This is an optimization exercise on Yosys and OpenROAD, whose aim is small area, a short achievable clock period and few clock cycles per item, not a production implementation. Function was checked by simulation only, so behaviour that the tests miss may differ from the original. Power and IR drop assume default switching activity.

## flow/run.sh

```bash
#!/bin/bash
# synth_recipe.tcl (not shown) runs the flow's synth.tcl, then flattens the netlist and writes it again
# the make line also repeats each setting of config.mk as NAME=value (left out here)
make -C /OpenROAD-flow-scripts/flow DESIGN_CONFIG=/design/flow/config.mk WORK_HOME=/design/flow/orfs CLKGATE_MAP_FILE= SYNTH_SCRIPT=/design/flow/synth_recipe.tcl finish
```

## flow/config.mk

```make
export PLATFORM = sky130hd
export DESIGN_NAME = alu_mc
export DESIGN_NICKNAME = alu_mc
export VERILOG_FILES = /design/flow/design.v
export SDC_FILE = /design/flow/constraint.sdc
export NUM_CORES = 4
export LEC_CHECK = 0
export CAP_MARGIN = 20
export CORE_MARGIN = 2
export CORE_UTILIZATION = 40
export SETUP_SLACK_MARGIN = 3
export SLEW_MARGIN = 20
```

## flow/constraint.sdc

```tcl
create_clock -name core_clock -period 10.0 [get_ports {cpu_clk}]
set_input_delay 2.0000 -clock core_clock [delete_from_list [all_inputs] [get_ports {cpu_clk}]]
set_output_delay 2.0000 -clock core_clock [all_outputs]
set_load 0.01 [all_outputs]
```

## flow/design.v

```verilog
module alu_mc (
  input  logic        cpu_clk,
  input  logic        cpu_rst,
  input  logic        in_valid,
  output logic        in_ready,
  input  logic [4:0]  alu_op,
  input  logic [31:0] A,
  input  logic [31:0] B,
  input  logic        flush,
  output logic        out_valid,
  input  logic        out_ready,
  output logic [31:0] res,
  output logic        zero,
  output logic        less
);
  localparam logic [2:0] S_IDLE = 3'd0, S_MUL = 3'd1, S_DPREP = 3'd2, S_DIV = 3'd3, S_DPOST = 3'd4;
  logic [2:0]  st;
  logic        ov;
  logic        less_q;
  logic [31:0] x_q;            
  logic [31:0] y_q;            
  logic [31:0] h_q, l_q;       
  logic [4:0]  cnt_q;
  logic [4:0]  c_q;            
  logic        xs_q;           
  logic        mhi_q;          
  logic        rem_q, qneg_q, rneg_q;        
  logic is_mul, is_div, res_free, acc;
  assign is_mul   = (alu_op >= 5'd10) && (alu_op <= 5'd13);
  assign is_div   = (alu_op >= 5'd14) && (alu_op <= 5'd17);
  assign res_free = !ov || out_ready;
  assign in_ready = (st == S_IDLE) && res_free;
  assign acc      = in_valid && in_ready && !flush;
  assign res       = l_q;
  assign zero      = (l_q == 32'd0);
  assign less      = less_q;
  assign out_valid = ov;
  logic [31:0] sum_c;
  logic [32:0] dif_c;
  logic        sltu_c, slt_c;
  logic [31:0] shin_c, shr_c, sh_c, alu_c;
  logic        shl_c;
  logic [63:0] fun_c;
  assign sum_c  = A + B;
  assign dif_c  = {1'b0, A} - {1'b0, B};
  assign sltu_c = dif_c[32];
  assign slt_c  = (A[31] ^ B[31]) ? A[31] : dif_c[31];
  always_comb begin
    shl_c = (alu_op == 5'd5);
    for (int i = 0; i < 32; i++) shin_c[i] = shl_c ? A[31-i] : A[i];
    fun_c = {{32{(alu_op == 5'd7) & A[31]}}, shin_c} >> B[4:0];
    shr_c = fun_c[31:0];
    for (int i = 0; i < 32; i++) sh_c[i] = shl_c ? shr_c[31-i] : shr_c[i];
  end
  always_comb begin
    case (alu_op)
      5'd0:    alu_c = sum_c;
      5'd1:    alu_c = dif_c[31:0];
      5'd2:    alu_c = A & B;
      5'd3:    alu_c = A | B;
      5'd4:    alu_c = A ^ B;
      5'd5, 5'd6, 5'd7: alu_c = sh_c;
      5'd8:    alu_c = {31'd0, slt_c};
      5'd9:    alu_c = {31'd0, sltu_c};
      default: alu_c = 32'd0;
    endcase
  end
  function automatic logic [2:0] top_nib(input logic [31:0] v, input logic sgn);
    top_nib = 3'd7;
    for (int j = 6; j >= 0; j--) begin
      if (sgn) begin
        if (((v ^ {32{v[31]}}) >> (4*j+3)) == 32'd0) top_nib = 3'(j);
      end else begin
        if ((v >> (4*j+4)) == 32'd0) top_nib = 3'(j);
      end
    end
  endfunction
  logic        dsa_c, sa_c, sb_c, swap_c, mxs_c, mys_c, hinit_c;
  logic [2:0]  ja_c, jb_c, j0_c;
  logic [4:0]  c0_c;
  logic [31:0] mx_c, my_c, xin_c, yin_c;
  always_comb begin
    dsa_c  = (alu_op == 5'd14) || (alu_op == 5'd16);
    sa_c   = (alu_op != 5'd13);
    sb_c   = (alu_op == 5'd10) || (alu_op == 5'd11);
    ja_c   = top_nib(A, sa_c);
    jb_c   = top_nib(B, sb_c);
    swap_c = (ja_c < jb_c);
    mx_c   = swap_c ? B : A;
    my_c   = swap_c ? A : B;
    mxs_c  = swap_c ? sb_c : sa_c;
    mys_c  = swap_c ? sa_c : sb_c;
    j0_c   = swap_c ? ja_c : jb_c;
    c0_c   = {my_c[{j0_c, 2'b00} +: 4], (j0_c == 3'd0) ? 1'b0 : my_c[{j0_c, 2'b00} - 5'd1]};
    hinit_c = !mys_c && my_c[{j0_c, 2'b11}];
    if (is_div) begin
      xin_c = (dsa_c && A[31]) ? (~A + 32'd1) : A;
      yin_c = (dsa_c && B[31]) ? (~B + 32'd1) : B;
    end else begin
      xin_c = mx_c;
      yin_c = my_c;
    end
  end
  logic [4:0]  c_c, cn_c;
  logic [2:0]  jn_c;
  logic [33:0] xe_c;
  logic [33:0] r0_c, r1_c;
  logic [37:0] lsum_c;
  logic [27:0] hup_c;
  logic [63:0] macc_c;
  always_comb begin
    c_c      = c_q;
    jn_c     = cnt_q[2:0] - 3'd1;
    cn_c     = {y_q[{jn_c, 2'b00} +: 4], (jn_c == 3'd0) ? 1'b0 : y_q[{jn_c, 2'b00} - 5'd1]};
    xe_c     = {{2{xs_q & x_q[31]}}, x_q};
    for (int b = 0; b < 34; b++) begin
      r0_c[b] = (((c_c[1] ^ c_c[0]) & xe_c[b]) |
                 (((c_c[2] & ~c_c[1] & ~c_c[0]) | (~c_c[2] & c_c[1] & c_c[0])) &
                  (b == 0 ? 1'b0 : xe_c[b-1]))) ^ c_c[2];
      r1_c[b] = (((c_c[3] ^ c_c[2]) & xe_c[b]) |
                 (((c_c[4] & ~c_c[3] & ~c_c[2]) | (~c_c[4] & c_c[3] & c_c[2])) &
                  (b == 0 ? 1'b0 : xe_c[b-1]))) ^ c_c[4];
    end
    lsum_c = {2'b0, l_q, 4'd0}
           + {4'd0, ~r0_c[33], r0_c[32:0]}
           + {2'd0, ~r1_c[33], r1_c[32:0], 2'd0}
           + {33'd0, c_c[4], 1'b0, c_c[2]}
           + (38'd3 << 33);
    hup_c  = lsum_c[37] ? (h_q[27:0] + 28'd1) : lsum_c[36] ? h_q[27:0] : (h_q[27:0] - 28'd1);
    macc_c = {hup_c, lsum_c[35:0]};
  end
  logic [5:0]  za_c, zb_c;
  logic [6:0]  nq_c;
  logic [4:0]  it_c;
  logic [31:0] dal_c;
  logic        dnone_c;
  always_comb begin
    za_c = 6'd32;
    for (int i = 0; i < 32; i++) if (x_q[i]) za_c = 6'(31 - i);
    zb_c = 6'd32;
    for (int i = 0; i < 32; i++) if (y_q[i]) zb_c = 6'(31 - i);
    nq_c    = {1'b0, zb_c} - {1'b0, za_c} + 7'd1;    
    dnone_c = nq_c[6] || (nq_c == 7'd0) || (zb_c == 6'd32);
    it_c    = 5'((nq_c[5:0] - 6'd1) >> 1);             
    dal_c   = y_q << {it_c, 1'b0};
  end
  logic [33:0] t1_c, t2_c;
  logic [31:0] d1_c, d2_c, ln_c;
  logic        q1_c, q2_c;
  always_comb begin
    t1_c = {2'b0, h_q} - {1'b0, y_q, 1'b0};
    q1_c = !t1_c[33];
    d1_c = q1_c ? t1_c[31:0] : h_q;
    t2_c = {2'b0, d1_c} - {2'b0, y_q};
    q2_c = !t2_c[33];
    d2_c = q2_c ? t2_c[31:0] : d1_c;
    ln_c = {l_q[29:0], q1_c, q2_c};
  end
  logic [31:0] dv_c, dres_c;
  logic        dng_c, dlast_c;
  always_comb begin
    dlast_c = (cnt_q == 5'd0);
    if (st == S_DIV) dv_c = rem_q ? d2_c : ln_c;
    else             dv_c = rem_q ? h_q : l_q;
    dng_c  = (st == S_DPOST) && (rem_q ? rneg_q : qneg_q);
    dres_c = dng_c ? (~dv_c + 32'd1) : dv_c;
    if (st == S_DPREP && zb_c == 6'd32 && !rem_q) dres_c = 32'hFFFF_FFFF;
  end
  logic dfin_c, mfin_c;
  assign mfin_c = (st == S_MUL) && (cnt_q[2:0] == 3'd0);
  assign dfin_c = ((st == S_DPOST) ||
                               (st == S_DPREP && dnone_c) ||
                               (st == S_DIV && dlast_c && !(rem_q ? rneg_q : qneg_q)));
  always_ff @(posedge cpu_clk) begin
    if (cpu_rst || flush) begin
      st <= S_IDLE;
      ov <= 1'b0;
    end else begin
      if (ov && out_ready) ov <= 1'b0;
      if (mfin_c || dfin_c) begin
        st <= S_IDLE;
        ov <= 1'b1;
      end else begin
        case (st)
          S_IDLE: if (acc) begin
            if (is_mul)      st <= S_MUL;
            else if (is_div) st <= S_DPREP;
            else             ov <= 1'b1;
          end
          S_DPREP: if (!dnone_c) st <= S_DIV;
          S_DIV:   if (dlast_c) st <= S_DPOST;
          default: ;
        endcase
      end
    end
  end
  always_ff @(posedge cpu_clk) begin
    if (st == S_IDLE) begin
      if (acc) begin
        x_q     <= xin_c;
        y_q     <= yin_c;
        h_q     <= is_div ? A : {32{hinit_c & mxs_c & mx_c[31]}};
        l_q     <= (is_mul && hinit_c) ? mx_c : (is_mul || is_div) ? 32'd0 : alu_c;
        cnt_q   <= {2'd0, j0_c};
        c_q     <= c0_c;
        xs_q    <= mxs_c;
        mhi_q   <= (alu_op != 5'd10);
        rem_q   <= (alu_op >= 5'd16);
        qneg_q  <= dsa_c && (A[31] ^ B[31]);
        rneg_q  <= dsa_c && A[31];
        less_q  <= slt_c;
      end
    end else if (st == S_MUL) begin
      {h_q, l_q} <= macc_c;
      cnt_q      <= cnt_q - 5'd1;
      c_q        <= cn_c;
    end else if (st == S_DPREP) begin
      if (!dnone_c) begin
        h_q   <= x_q;
        y_q   <= dal_c;
        cnt_q <= it_c;
      end
    end else if (st == S_DIV) begin
      h_q   <= d2_c;
      l_q   <= ln_c;
      y_q   <= {2'b0, y_q[31:2]};
      cnt_q <= cnt_q - 5'd1;
    end
    if (mfin_c) l_q <= mhi_q ? macc_c[63:32] : macc_c[31:0];
    if (dfin_c) l_q <= dres_c;
  end
endmodule
```

==> key figures <==
Final layout
  • Final nets: between 5000 and 6000
  • Non-filler cells, final: approximately 6100
  • Area Growth Syn to Fin: 16.65%
  • Layout Utilization: 0.4701
  • Layout cells sized above 1: 0.1471

Clocking
  • CTS Buffer Depth: 2
  • Clock-pin slew on the worst setup and hold paths: 0.08 ns
  • CTS buffer count: 17
  • Clk latency of the worst-skew pair: ~0.52 ns
  • CTS tree: built
  • Cts hold-fix bufs: 0
  • Root Buffer Master: clkbuf_16
  • Clock sink count: about 150
  • CTS H-tree depth: 4

STA
  • Setup TNS Final: 0 ns
  • Final setup fails: 0
  • Final period util: 0.7080
  • Max-slew violations: 0
  • RSZ-0062 raised after global routing: yes
  • Skew final: 0.02786 ns
  • Post-route setup slack: 2.920 ns
  • Fmax: 141.2 MHz
  • Final Hold Vio Count: 0
  • Final min period: between 7 and 8 ns
  • Slew @ Worst Pin: 1.280 ns
  • Max-slew headroom: 0.1417

Power and ir drop
  • Pleak: between 15 and 20 nW
  • Pwr dens: approximately 130 mW/mm2
  • Worst vdd ir: approximately 0.00014 V

Critical path
  • Crit path max fanout: 26
  • CP max-delay cell: nor4_1
  • CP required: around 10 ns
  • Slowest stage delay, CP: 0.57 ns
  • WS Path Type: primary input to flop
  • Crit end category: flop
  • CP Data Arrival Time: approximately 7.3 ns
  • Startpoint Class: primary input
  • Crit-path cells: clkdlybuf4s50_1, buf_4, ha_1, fa_1, a211oi_1, o21ai_0, a21o_1, o21ai_1, a21boi_0, o22ai_1, or3_1, a21oi_1, nor4_1, o21ai_0, buf_4, a22oi_1, nor3b_2

Global route
  • Total GRT Usage: 0.4587
  • First-pass GRT wire length: 288.7 mm
  • Largest net degree at the start of global routing: 68
  • Grt ovf: 0
  • Initial antenna violation count: 11
  • Number of global-route vias before repair: roughly 38000

Min path
  • Worst min-delay path class: flop to flop

Run status
  • Status: timing/DRC/antenna clean

Floorplan
  • Site row count: between 100 and 150
  • Die Ht: 296.7 um
  • Ports: between 100 and 150
  • Die ar.: 0.08800 mm2
  • Initial Util: 0.4030
  • Area of the core: between 0.08 and 0.09 mm2
  • Chip Width: slightly below 300 um

Logic synthesis
  • Post-synth net total: around 5200
  • Dominant cell type by area after synthesis: edfxtp_1
  • Synth Area per Inst: just over 7 um2
  • Ranking of synthesized cells by area: edfxtp_1, ha_1, a21oi_1, nand2_1, o21ai_0
  • YS warnings: 1
  • Synth async-reset ratio: 0
  • Mapped Cells: 4859
  • Synth Register Bits: about 150
  • Top-area cell type share of the netlist area: 0.1262
  • Post-synth EDFFs: roughly 140
  • Unique masters post-synth: 103
  • Most used DFF post-synth: edfxtp_1
  • Sequential share of the synthesized area: 0.1286
  • Post-synthesis cell area: 0.03426 mm2

Place
  • I/O Buffers: around 110
  • Cells after DPL: a little under 6000
  • Final GP Congestion: approximately 1.1
  • DP Wirelength: roughly 160 mm
  • Place WS: roughly 1.1 ns

Drt
  • Wire length per cell: 34.63 um
  • Vias: about 43000
  • Vias per inst: ~7.1
  • DRT Pass-1 Iters: 9
  • Routed WL: between 200 and 250 mm
  • Iteration-0 DRC Markers: roughly 6200
  • Number of nets with antenna violations after routing: 0
  • DRC viols: 0

Run
  • Max_cap viols: 0
## layout make-up
class / instances / area (um2)
clock inverters: 15 / 168.9
well taps: 1144 / 1431
fillers: 8743 / 45050
inverters: 301 / 1174
repair buffers: 417 / 3563
multi-input cells: 4025 / 28790
flip-flops and latches: 148 / 4404
clock buffers: 17 / 425.4
diodes: 3 / 7.507
## cells in the final DEF, fill, tap and decap left out, types with 35 or more instances in the layout
cell               n
mux4_2            55
nand2_1          483
o211ai_1          68
nor3_1           123
mux2i_1          114
nand4_1           37
xor2_1            46
a21o_1            62
o221ai_1          44
ha_1             235
edfxtp_1         144
buf_4            273
nor4_1            38
o21ai_0          334
o31ai_1           35
o21bai_1          35
o22ai_1           53
xnor2_1           84
nand3_1           98
clkdlybuf4s50_1   70
a31oi_1           69
nor2_1           431
a21oi_1          504
a211oi_1         113
a221oi_1          76
inv_1            269
and3_1            38
a22oi_1           90
or3_1             38
## metal layers
| layer | global-route usage | part of all wire | up-vias |
|---|---|---|---|
| li1 | - | - | 18440 |
| met4 | 0.3094 | 0.086 | 16 |
| met3 | 0.1118 | 0.12 | 796 |
| met5 | 0 | 0.00046 | - |
| met1 | 0.5804 | 0.37 | 20620 |
| met2 | 0.6895 | 0.42 | 3433 |
## metrics by stage
step | area [um2] | total power [W] | hold slack (ns)
6_report | 39960 | 0.005376 | 0.5193
5_1_grt | 39960 | 0.005594 | 0.5301
4_1_cts | 38390 | 0.005055 | 0.5155
3_5_place_dp | 36880 | 0.004262 | 0.5048
3_3_place_gp | 36870 | 0.004278 | 0.5007
2_1_floorplan | 34280 | 0.003015 | 0.6532
## repair_timing
action	4_1_cts	5_1_grt
setup buffers	39	79
resized for setup	171	235
gates cloned	3	4
pin swaps	28	69
endpoints found under the setup margin	81	101
## synthesized netlist by cell type (39+ instances only)
cell,n
o221ai_1,52
nor4_1,48
a21oi_1,522
nand3_1,103
o211ai_1,68
mux4_2,55
clkbuf_1,324
a211oi_1,125
buf_1,43
a21o_1,63
edfxtp_1,144
o21ai_0,358
a31oi_1,73
mux2i_1,117
xnor2_1,87
nor3_1,129
nor2_1,444
inv_1,294
o22ai_1,56
a22oi_1,90
nand2_1,490
xor2_1,49
o31ai_1,46
ha_1,259
a221oi_1,82
and3_1,39
## registers in the layout, indices dropped and copies added, names as in the netlist
name and cells:
cnt_q 5, c_q 5, rneg_q 1, h_q 32, rem_q 1, y_q 32
l_q 32, ov 1, mhi_q 1, x_q 32, qneg_q 1, xs_q 1
st 3, less_q 1
## worst max-delay path, delay by kind of cell
kind / cells / cell delay [ns]
compound gates: 9 / 2.74
simple gates: 3 / 0.86
fa+ha+maj: 2 / 0.79
buf+inv: 3 / 0.91
## worst paths after layout
| check | start | slack (ns) | cells past startpoint | endpoint |
|---|---|---|---|---|
| max | B[0] | 2.92 | 17 | l_q[28] |
| min | st[2] | 0.52 | 2 | st[2] |
| max reg2reg | y_q[0] | 3.00 | 27 | l_q[28] |
| min reg2reg | st[2] | 0.52 | 2 | st[2] |
## cell families after synthesis
family | share of synthesized area
simple gates | 0.2044
flops | 0.1286
mux | 0.07691
fa+ha+maj | 0.1168
buf+inv | 0.07681
xor+xnor | 0.03477
compound gates | 0.3618
## power breakdown
part | switching, W | internal [W]
logic | 0.00251 | 0.00131
registers | 0.000104 | 0.000743
clock network | 0.000335 | 0.000373
Testbench counts, summed over its fixed seeds: cycles 10,423, items 3,200.

==> afterwards: timing with drivers on the ports <==
In the flow no input, the clock included, has a driving cell. The finished layout below was timed again as built, in two steps. Step 1: set_driving_cell puts a clkbuf_16 on cpu_clk and a buf_2 on each other input, an assumption about the parent block. Step 2 adds t to the input delays and takes it off the output delays; t is the mean of the earliest and latest rising clock arrival at the registers after step 1. Input paths then give back, and output paths get back, about the clock's delay inside the block. Slacks: no drivers / after step 1 / after step 2; pairs: no drivers / after step 1.
t, ns: 0.575
setup slack, ns: 2.920 / 2.968 / 2.393
worst setup path at the end: input to register
After both steps this run still meets setup and hold. The setup slack of this run moves by +0.048 ns with the drivers and by -0.527 ns with both steps.
